This design comes from an exercise in tuning for small area, a short achievable clock period and few clock cycles per item on the open sky130 flow, not from production work. Only simulation tests tie the RTL to the original design; equivalence was not proved.

TR:
==> flow/design.v <==
module mul_div_unit #(
    parameter int WIDTH = 64
) (
    input  logic             Clk,
    input  logic             Reset,
    input  logic             Start,
    input  logic [2:0]       Op,
    input  logic [WIDTH-1:0] BusA,
    input  logic [WIDTH-1:0] BusB,
    input  logic [4:0]       DestReg,
    output logic             Busy,
    output logic             Done,
    output logic [WIDTH-1:0] Result,
    output logic [4:0]       RW,
    output logic             RegWr
);
    localparam int CW = $clog2(WIDTH);        
    localparam logic [2:0] OP_MUL   = 3'b000;
    localparam logic [2:0] OP_UMULH = 3'b001;
    localparam logic [2:0] OP_SMULH = 3'b010;
    localparam logic [2:0] OP_UDIV  = 3'b011;
    localparam logic [2:0] OP_SDIV  = 3'b100;
    function automatic logic [CW-1:0] topbit(input logic [WIDTH-1:0] v);
        logic [CW-1:0] z [WIDTH];
        logic          nz [WIDTH];
        logic [CW-1:0] zh, zl;
        logic          nh, nl;
        for (int i = 0; i < WIDTH; i++) begin
            nz[i] = v[i];
            z[i]  = '0;
        end
        for (int l = 0; l < CW; l++) begin
            for (int i = 0; i < (WIDTH >> (l + 1)); i++) begin
                nh = nz[2*i+1]; zh = z[2*i+1];
                nl = nz[2*i];   zl = z[2*i];
                nz[i] = nh | nl;
                z[i]  = nh ? zh : (zl | (1 << l));
            end
        end
        topbit = nz[0] ? ~z[0] : '0;
    endfunction
    function automatic logic ones_run(input logic [WIDTH-1:0] v);
        logic r;
        r = 1'b1;
        for (int i = 0; i < WIDTH - 1; i++) if (v[i+1] && !v[i]) r = 1'b0;
        ones_run = r;
    endfunction
    function automatic logic shorter(input logic [WIDTH-1:0] p, input logic [WIDTH-1:0] q);
        logic [WIDTH-1:0] above;     
        above[WIDTH-1] = p[WIDTH-1];
        for (int i = WIDTH - 2; i >= 0; i--) above[i] = above[i+1] | p[i];
        shorter = |(q & ~above);
    endfunction
    logic             r_busy;      
    logic             r_done;      
    logic             r_first;     
    logic             r_prep;      
    logic             r_div;       
    logic             r_negq;      
    logic             r_selhi;     
    logic             r_swap;      
    logic             r_msg;       
    logic             r_inv;       
    logic             r_rs;        
    logic             r_ax;        
    logic             r_ay;        
    logic             r_e;         
    logic             r_dbit;      
    logic [CW-1:0]    r_cnt;       
    logic [CW-1:0]    r_ta, r_tb;  
    logic             r_ea, r_eb;  
    logic             r_nza;       
    logic             r_nzb;       
    logic             r_hsg;       
    logic             r_d1;        
    logic             r_sb;        
    logic [4:0]       r_rw;
    logic [WIDTH-1:0] r_x;         
    logic [WIDTH-1:0] r_y;         
    logic [WIDTH-1:0] r_lo;        
    logic [WIDTH-1:0] r_hi;        
    logic             w_is_mul, w_is_div, w_msgn, w_dsgn;
    logic             w_sa, w_sb, w_nza, w_nzb;
    logic [WIDTH-1:0] w_va, w_vb;
    logic             w_swap, w_zero, w_first_neg;
    logic             w_bm1, w_d1;
    assign w_is_mul = (Op == OP_MUL) || (Op == OP_UMULH) || (Op == OP_SMULH);
    assign w_is_div = (Op == OP_UDIV) || (Op == OP_SDIV);
    assign w_msgn   = (Op == OP_MUL) || (Op == OP_SMULH);
    assign w_dsgn   = (Op == OP_SDIV);
    assign w_sa  = (w_msgn || w_dsgn) && BusA[WIDTH-1];
    assign w_sb  = (w_msgn || w_dsgn) && BusB[WIDTH-1];
    assign w_va  = BusA ^ {WIDTH{w_sa}};
    assign w_vb  = BusB ^ {WIDTH{w_sb}};
    assign w_nza = |w_va;
    assign w_nzb = |w_vb;
    assign w_swap      = w_is_mul && shorter(w_vb, w_va);
    assign w_first_neg = w_swap ? w_sb : w_sa;
    assign w_zero = !(w_is_mul || w_is_div)
                 || (w_is_mul && ((!w_nza && !w_sa) || (!w_nzb && !w_sb)))
                 || (w_is_div && (!w_nzb && !w_sb))
                 || (w_is_div && (!w_nza && !w_sa));
    assign w_bm1 = w_dsgn && (BusB == {WIDTH{1'b1}});
    assign w_d1  = w_is_div && (BusB == {{(WIDTH-1){1'b0}}, 1'b1} || w_bm1);
    logic [CW-1:0]    w_cnt0, w_cnt;
    logic [CW:0]      w_lena, w_lenb;
    logic             w_dzero;
    assign w_cnt0  = (r_swap ? r_tb : r_ta) + (r_swap ? r_eb : r_ea);
    assign w_cnt   = r_first ? w_cnt0 : r_cnt;
    assign w_lena  = {1'b0, r_ta} + r_ea;
    assign w_lenb  = r_nzb ? ({1'b0, r_tb} + 1'b1) : {{CW{1'b0}}, r_sb};
    assign w_dzero = r_first && r_div && (w_lena + 1'b1 < w_lenb);
    logic [CW+1:0]    w_plen;
    logic             w_hzero;
    assign w_plen  = (r_nza ? {2'b0, r_ta} + 1'b1 : '0) + (r_nzb ? {2'b0, r_tb} + 1'b1 : '0);
    assign w_hzero = r_first && !r_div && r_selhi && (w_plen <= (r_msg ? 62 : 64));
    logic [WIDTH-1:0] w_add_a, w_add_b;
    logic             w_cin;
    logic [WIDTH:0]   w_sum;
    logic             w_c, w_rs, w_q;
    logic [WIDTH-1:0] w_hi_next, w_lo_next;
    logic             w_last;
    logic             w_nbit;
    assign w_add_a = {r_lo[WIDTH-2:0], r_div & r_dbit};
    assign w_add_b = ((r_x & {WIDTH{r_ax}}) | (r_y & {WIDTH{r_ay}})) ^ {WIDTH{r_inv}};
    assign w_cin   = r_inv;
    logic [WIDTH-1:0] w_g [CW+1];
    logic [WIDTH-1:0] w_p [CW+1];
    logic [WIDTH-1:0] w_p0;
    always_comb begin
        w_p0      = w_add_a ^ w_add_b;
        w_g[0]    = w_add_a & w_add_b;
        w_p[0]    = w_p0;
        w_g[0][0] = w_g[0][0] | (w_p0[0] & w_cin);
        for (int l = 0; l < CW; l++) begin
            w_g[l+1] = w_g[l];
            w_p[l+1] = w_p[l];
            for (int i = 0; i < WIDTH; i++) begin
                if ((i >> l) & 1) begin
                    w_g[l+1][i] = w_g[l][i] | (w_p[l][i] & w_g[l][((i >> l) << l) - 1]);
                    w_p[l+1][i] = w_p[l][i] & w_p[l][((i >> l) << l) - 1];
                end
            end
        end
    end
    assign w_sum = {w_g[CW][WIDTH-1], w_p0 ^ {w_g[CW][WIDTH-2:0], w_cin}};
    assign w_c   = w_sum[WIDTH];
    assign w_rs      = r_lo[WIDTH-1] ^ r_sb ^ r_inv ^ w_c;
    assign w_q       = !w_rs && !r_prep;
    assign w_lo_next = w_sum[WIDTH-1:0];
    logic             w_b0, w_flip;
    logic [WIDTH-1:0] w_ht, w_hm;
    assign w_b0   = r_div ? (w_q ^ r_negq) : r_lo[WIDTH-1];
    assign w_flip = r_div ? (r_negq && w_last) : (w_c ^ r_e);
    always_comb begin
        w_ht    = {r_hi[WIDTH-2:0] ^ {(WIDTH-1){r_e}}, 1'b1};
        w_hm[0] = 1'b1;
        for (int i = 1; i < WIDTH; i++) w_hm[i] = w_hm[i-1] & w_ht[i-1];
    end
    assign w_hi_next = {r_hi[WIDTH-2:0], w_b0}
                     ^ (w_hm & {WIDTH{w_flip}} & {{(WIDTH-1){w_b0 ^ r_e}}, 1'b1});
    assign w_last = (w_cnt == '0) && !r_prep;
    assign w_nbit = !w_last && (r_swap ? r_y[w_cnt - 1'b1] : r_x[w_cnt - 1'b1]);
    always_ff @(posedge Clk or posedge Reset) begin
        if (Reset) begin
            r_busy <= 1'b0;
            r_done <= 1'b0;
        end else if (!r_busy) begin
            r_done <= Start && w_zero;
            r_busy <= Start && !w_zero;
        end else if (w_last || w_dzero || w_hzero || (r_first && r_d1)) begin
            r_busy <= 1'b0;
            r_done <= 1'b1;
        end
    end
    always_ff @(posedge Clk) begin
        if (!r_busy) begin
            if (Start) begin
                r_rw    <= DestReg;
                r_first <= 1'b1;
                r_div   <= w_is_div;
                r_negq  <= w_dsgn && (w_sa ^ w_sb);
                r_selhi <= (Op != OP_MUL) && !w_d1;
                r_d1    <= w_d1;
                r_swap  <= w_swap;
                r_msg   <= w_msgn;
                r_prep  <= w_dsgn && BusA[WIDTH-1] && !w_d1;
                r_y     <= BusB;
                r_ta    <= topbit(w_va);
                r_tb    <= topbit(w_vb);
                r_ea    <= w_nza && w_sa && (!w_is_div || ones_run(w_va));
                r_eb    <= w_nzb && w_sb;
                r_nza   <= w_nza;
                r_nzb   <= w_nzb;
                r_hsg   <= (Op == OP_SMULH) && (w_sa ^ w_sb);
                r_sb    <= w_sb;
                r_ax    <= (w_is_mul && w_swap) || (w_dsgn && BusA[WIDTH-1]) || w_d1;
                r_ay    <= (w_is_div && !(w_dsgn && BusA[WIDTH-1]) && !w_d1) || (w_is_mul && !w_swap);
                r_inv   <= w_d1 ? w_bm1 : w_is_div ? (!w_sb || BusA[WIDTH-1]) : w_first_neg;
                r_e     <= w_is_mul && ((w_msgn && (w_swap ? BusA[WIDTH-1] : BusB[WIDTH-1])) ^ w_first_neg);
                r_dbit  <= !(w_dsgn && BusA[WIDTH-1]) && !w_d1;
                r_rs    <= 1'b0;
            end
        end else if (r_prep) begin
            r_prep <= 1'b0;
            r_ax   <= 1'b0;
            r_ay   <= 1'b1;
            r_inv  <= !r_sb;
            r_dbit <= 1'b1;
        end else begin
            r_first <= 1'b0;
            r_cnt   <= w_cnt - 1'b1;
            r_dbit  <= w_nbit;
            if (r_div) begin
                r_rs  <= w_rs;
                r_inv <= w_rs ^ !r_sb;
            end else begin
                r_ax  <= r_swap && w_nbit;
                r_ay  <= !r_swap && w_nbit;
                r_inv <= 1'b0;
                r_e   <= w_nbit && r_msg && (r_swap ? r_x[WIDTH-1] : r_y[WIDTH-1]);
            end
        end
    end
    always_ff @(posedge Clk) begin
        if (!r_busy) begin
            if (Start) r_x <= BusA;
        end else if (r_prep) begin
            r_x <= w_sum[WIDTH-1:0];
        end
    end
    always_ff @(posedge Clk) begin
        if (!r_busy) begin
            r_lo <= '0;
            r_hi <= {WIDTH{w_dsgn && (w_sa ^ w_sb) && !w_zero}};
        end else begin
            r_lo <= r_prep ? '0 : w_lo_next;
            r_hi <= (w_dzero || w_hzero) ? {WIDTH{w_hzero && r_hsg}} : w_hi_next;
        end
    end
    assign Busy   = r_busy;
    assign Done   = r_done;
    assign Result = r_selhi ? r_hi : r_lo;
    assign RW     = r_rw;
    assign RegWr  = r_done && (r_rw != 5'd31);
endmodule
Settings: LEC_CHECK=0, CAP_MARGIN=20, CORE_MARGIN=2, CORE_UTILIZATION=40, CTS_BUF_LIST=sky130_fd_sc_hd__clkbuf_8, CTS_CLUSTER_DIAMETER=50, CTS_CLUSTER_SIZE=14, PLACE_DENSITY=0.75, SETUP_SLACK_MARGIN=0.5, SLEW_MARGIN=20; clock period 5.0 ns.
run.sh (not shown) runs the stock make flow with config.mk's settings and CLKGATE_MAP_FILE= SYNTH_SCRIPT=/design/flow/synth_recipe.tcl, a recipe that flattens the netlist after the stock synthesis.
Testbench counts of TR, summed over its fixed seeds: cycles 46,035, items 4,000.
> inputs changed (TR -> AL)
--- a/flow/design.v
+++ b/flow/design.v
@@ -67,25 +67,21 @@
     logic             r_e;         
     logic             r_dbit;      
     logic [CW-1:0]    r_cnt;       
     logic [CW-1:0]    r_ta, r_tb;  
     logic             r_ea, r_eb;  
-    logic             r_nza;       
     logic             r_nzb;       
-    logic             r_hsg;       
-    logic             r_d1;        
     logic             r_sb;        
     logic [4:0]       r_rw;
     logic [WIDTH-1:0] r_x;         
     logic [WIDTH-1:0] r_y;         
     logic [WIDTH-1:0] r_lo;        
     logic [WIDTH-1:0] r_hi;        
     logic             w_is_mul, w_is_div, w_msgn, w_dsgn;
     logic             w_sa, w_sb, w_nza, w_nzb;
     logic [WIDTH-1:0] w_va, w_vb;
     logic             w_swap, w_zero, w_first_neg;
-    logic             w_bm1, w_d1;
     assign w_is_mul = (Op == OP_MUL) || (Op == OP_UMULH) || (Op == OP_SMULH);
     assign w_is_div = (Op == OP_UDIV) || (Op == OP_SDIV);
     assign w_msgn   = (Op == OP_MUL) || (Op == OP_SMULH);
     assign w_dsgn   = (Op == OP_SDIV);
     assign w_sa  = (w_msgn || w_dsgn) && BusA[WIDTH-1];
@@ -98,24 +94,18 @@
     assign w_first_neg = w_swap ? w_sb : w_sa;
     assign w_zero = !(w_is_mul || w_is_div)
                  || (w_is_mul && ((!w_nza && !w_sa) || (!w_nzb && !w_sb)))
                  || (w_is_div && (!w_nzb && !w_sb))
                  || (w_is_div && (!w_nza && !w_sa));
-    assign w_bm1 = w_dsgn && (BusB == {WIDTH{1'b1}});
-    assign w_d1  = w_is_div && (BusB == {{(WIDTH-1){1'b0}}, 1'b1} || w_bm1);
     logic [CW-1:0]    w_cnt0, w_cnt;
     logic [CW:0]      w_lena, w_lenb;
     logic             w_dzero;
     assign w_cnt0  = (r_swap ? r_tb : r_ta) + (r_swap ? r_eb : r_ea);
     assign w_cnt   = r_first ? w_cnt0 : r_cnt;
     assign w_lena  = {1'b0, r_ta} + r_ea;
     assign w_lenb  = r_nzb ? ({1'b0, r_tb} + 1'b1) : {{CW{1'b0}}, r_sb};
     assign w_dzero = r_first && r_div && (w_lena + 1'b1 < w_lenb);
-    logic [CW+1:0]    w_plen;
-    logic             w_hzero;
-    assign w_plen  = (r_nza ? {2'b0, r_ta} + 1'b1 : '0) + (r_nzb ? {2'b0, r_tb} + 1'b1 : '0);
-    assign w_hzero = r_first && !r_div && r_selhi && (w_plen <= (r_msg ? 62 : 64));
     logic [WIDTH-1:0] w_add_a, w_add_b;
     logic             w_cin;
     logic [WIDTH:0]   w_sum;
     logic             w_c, w_rs, w_q;
     logic [WIDTH-1:0] w_hi_next, w_lo_next;
@@ -166,11 +156,11 @@
             r_busy <= 1'b0;
             r_done <= 1'b0;
         end else if (!r_busy) begin
             r_done <= Start && w_zero;
             r_busy <= Start && !w_zero;
-        end else if (w_last || w_dzero || w_hzero || (r_first && r_d1)) begin
+        end else if (w_last || w_dzero) begin
             r_busy <= 1'b0;
             r_done <= 1'b1;
         end
     end
     always_ff @(posedge Clk) begin
@@ -178,29 +168,26 @@
             if (Start) begin
                 r_rw    <= DestReg;
                 r_first <= 1'b1;
                 r_div   <= w_is_div;
                 r_negq  <= w_dsgn && (w_sa ^ w_sb);
-                r_selhi <= (Op != OP_MUL) && !w_d1;
-                r_d1    <= w_d1;
+                r_selhi <= (Op != OP_MUL);
                 r_swap  <= w_swap;
                 r_msg   <= w_msgn;
-                r_prep  <= w_dsgn && BusA[WIDTH-1] && !w_d1;
+                r_prep  <= w_dsgn && BusA[WIDTH-1];
                 r_y     <= BusB;
                 r_ta    <= topbit(w_va);
                 r_tb    <= topbit(w_vb);
                 r_ea    <= w_nza && w_sa && (!w_is_div || ones_run(w_va));
                 r_eb    <= w_nzb && w_sb;
-                r_nza   <= w_nza;
                 r_nzb   <= w_nzb;
-                r_hsg   <= (Op == OP_SMULH) && (w_sa ^ w_sb);
                 r_sb    <= w_sb;
-                r_ax    <= (w_is_mul && w_swap) || (w_dsgn && BusA[WIDTH-1]) || w_d1;
-                r_ay    <= (w_is_div && !(w_dsgn && BusA[WIDTH-1]) && !w_d1) || (w_is_mul && !w_swap);
-                r_inv   <= w_d1 ? w_bm1 : w_is_div ? (!w_sb || BusA[WIDTH-1]) : w_first_neg;
+                r_ax    <= (w_is_mul && w_swap) || (w_dsgn && BusA[WIDTH-1]);
+                r_ay    <= (w_is_div && !(w_dsgn && BusA[WIDTH-1])) || (w_is_mul && !w_swap);
+                r_inv   <= w_is_div ? (!w_sb || BusA[WIDTH-1]) : w_first_neg;
                 r_e     <= w_is_mul && ((w_msgn && (w_swap ? BusA[WIDTH-1] : BusB[WIDTH-1])) ^ w_first_neg);
-                r_dbit  <= !(w_dsgn && BusA[WIDTH-1]) && !w_d1;
+                r_dbit  <= !(w_dsgn && BusA[WIDTH-1]);
                 r_rs    <= 1'b0;
             end
         end else if (r_prep) begin
             r_prep <= 1'b0;
             r_ax   <= 1'b0;
@@ -233,11 +220,11 @@
         if (!r_busy) begin
             r_lo <= '0;
             r_hi <= {WIDTH{w_dsgn && (w_sa ^ w_sb) && !w_zero}};
         end else begin
             r_lo <= r_prep ? '0 : w_lo_next;
-            r_hi <= (w_dzero || w_hzero) ? {WIDTH{w_hzero && r_hsg}} : w_hi_next;
+            r_hi <= w_dzero ? '0 : w_hi_next;
         end
     end
     assign Busy   = r_busy;
     assign Done   = r_done;
     assign Result = r_selhi ? r_hi : r_lo;
--- outcome ---
A path category of the worst min-delay check of reg -> reg is what AL shows, while in -> async belongs to TR.
Final cycle utilization of the critical path was higher in the run labelled TR.
Taking TR as the reference, in AL transition at the pin with the smallest max-transition slack climbed 0.31 ns, non-clock buffer count dropped 190, sequential standard cell area dropped 90 um2, pin count of the biggest net entering global routing dropped 41, mapped cell area dropped 6.6%.
[compare] base=TR new=AL: number of design-rule violations left by the first detailed-router iteration shows a reduction of 3.6%, top fanout value on the critical path shows an increase of 7, source-to-sink clock delay at the later pin of the worst-skew pair shows no meaningful change, share of the core filled with cells shows a reduction of 2.3 points.
Cmp AL and TR / clock period minus final worst setup slack / higher: TR
AL: number of cells on the critical path 3 below TR
On worst path setup slack after routing: between AL and TR, it ends up higher for AL.
Testbench counts of AL, summed over its fixed seeds: cycles 51,315, items 4,000.

## separate check: timing with driven ports
The results above use ideal ports. As a check the final layouts listed here were re-extracted and re-timed, cells and wires unchanged.
Step 1 sets driving cells, clkbuf_16 on the clock port and buf_2 on the other inputs (assumed; they add their load-dependent delay and slew).
Step 2 times the ports against the registers' clock, not the clock port: input delays grow and output delays shrink by t, the midpoint of the rising clock arrivals with the driver on.
a / b / c = ideal / step 1 / step 2; a / b = the first two.
| run | t (ns) | setup WS [ns] | worst setup path after step 2 | slew at the worst register clock pin (ns) | pins driven straight from the clock port |
|---|---|---|---|---|---|
| TR | 0.697 | 0.186 / 0.186 / 0.019 | input to register | 0.10 / 0.10 | 1 |
| AL | 0.702 | 0.557 / 0.557 / 0.205 | input to register | 0.10 / 0.10 | 1 |
After both steps every run listed still meets setup and hold. The setup slack of AL, which loses most, moves by 0.000 ns with the drivers and by -0.352 ns with both steps.
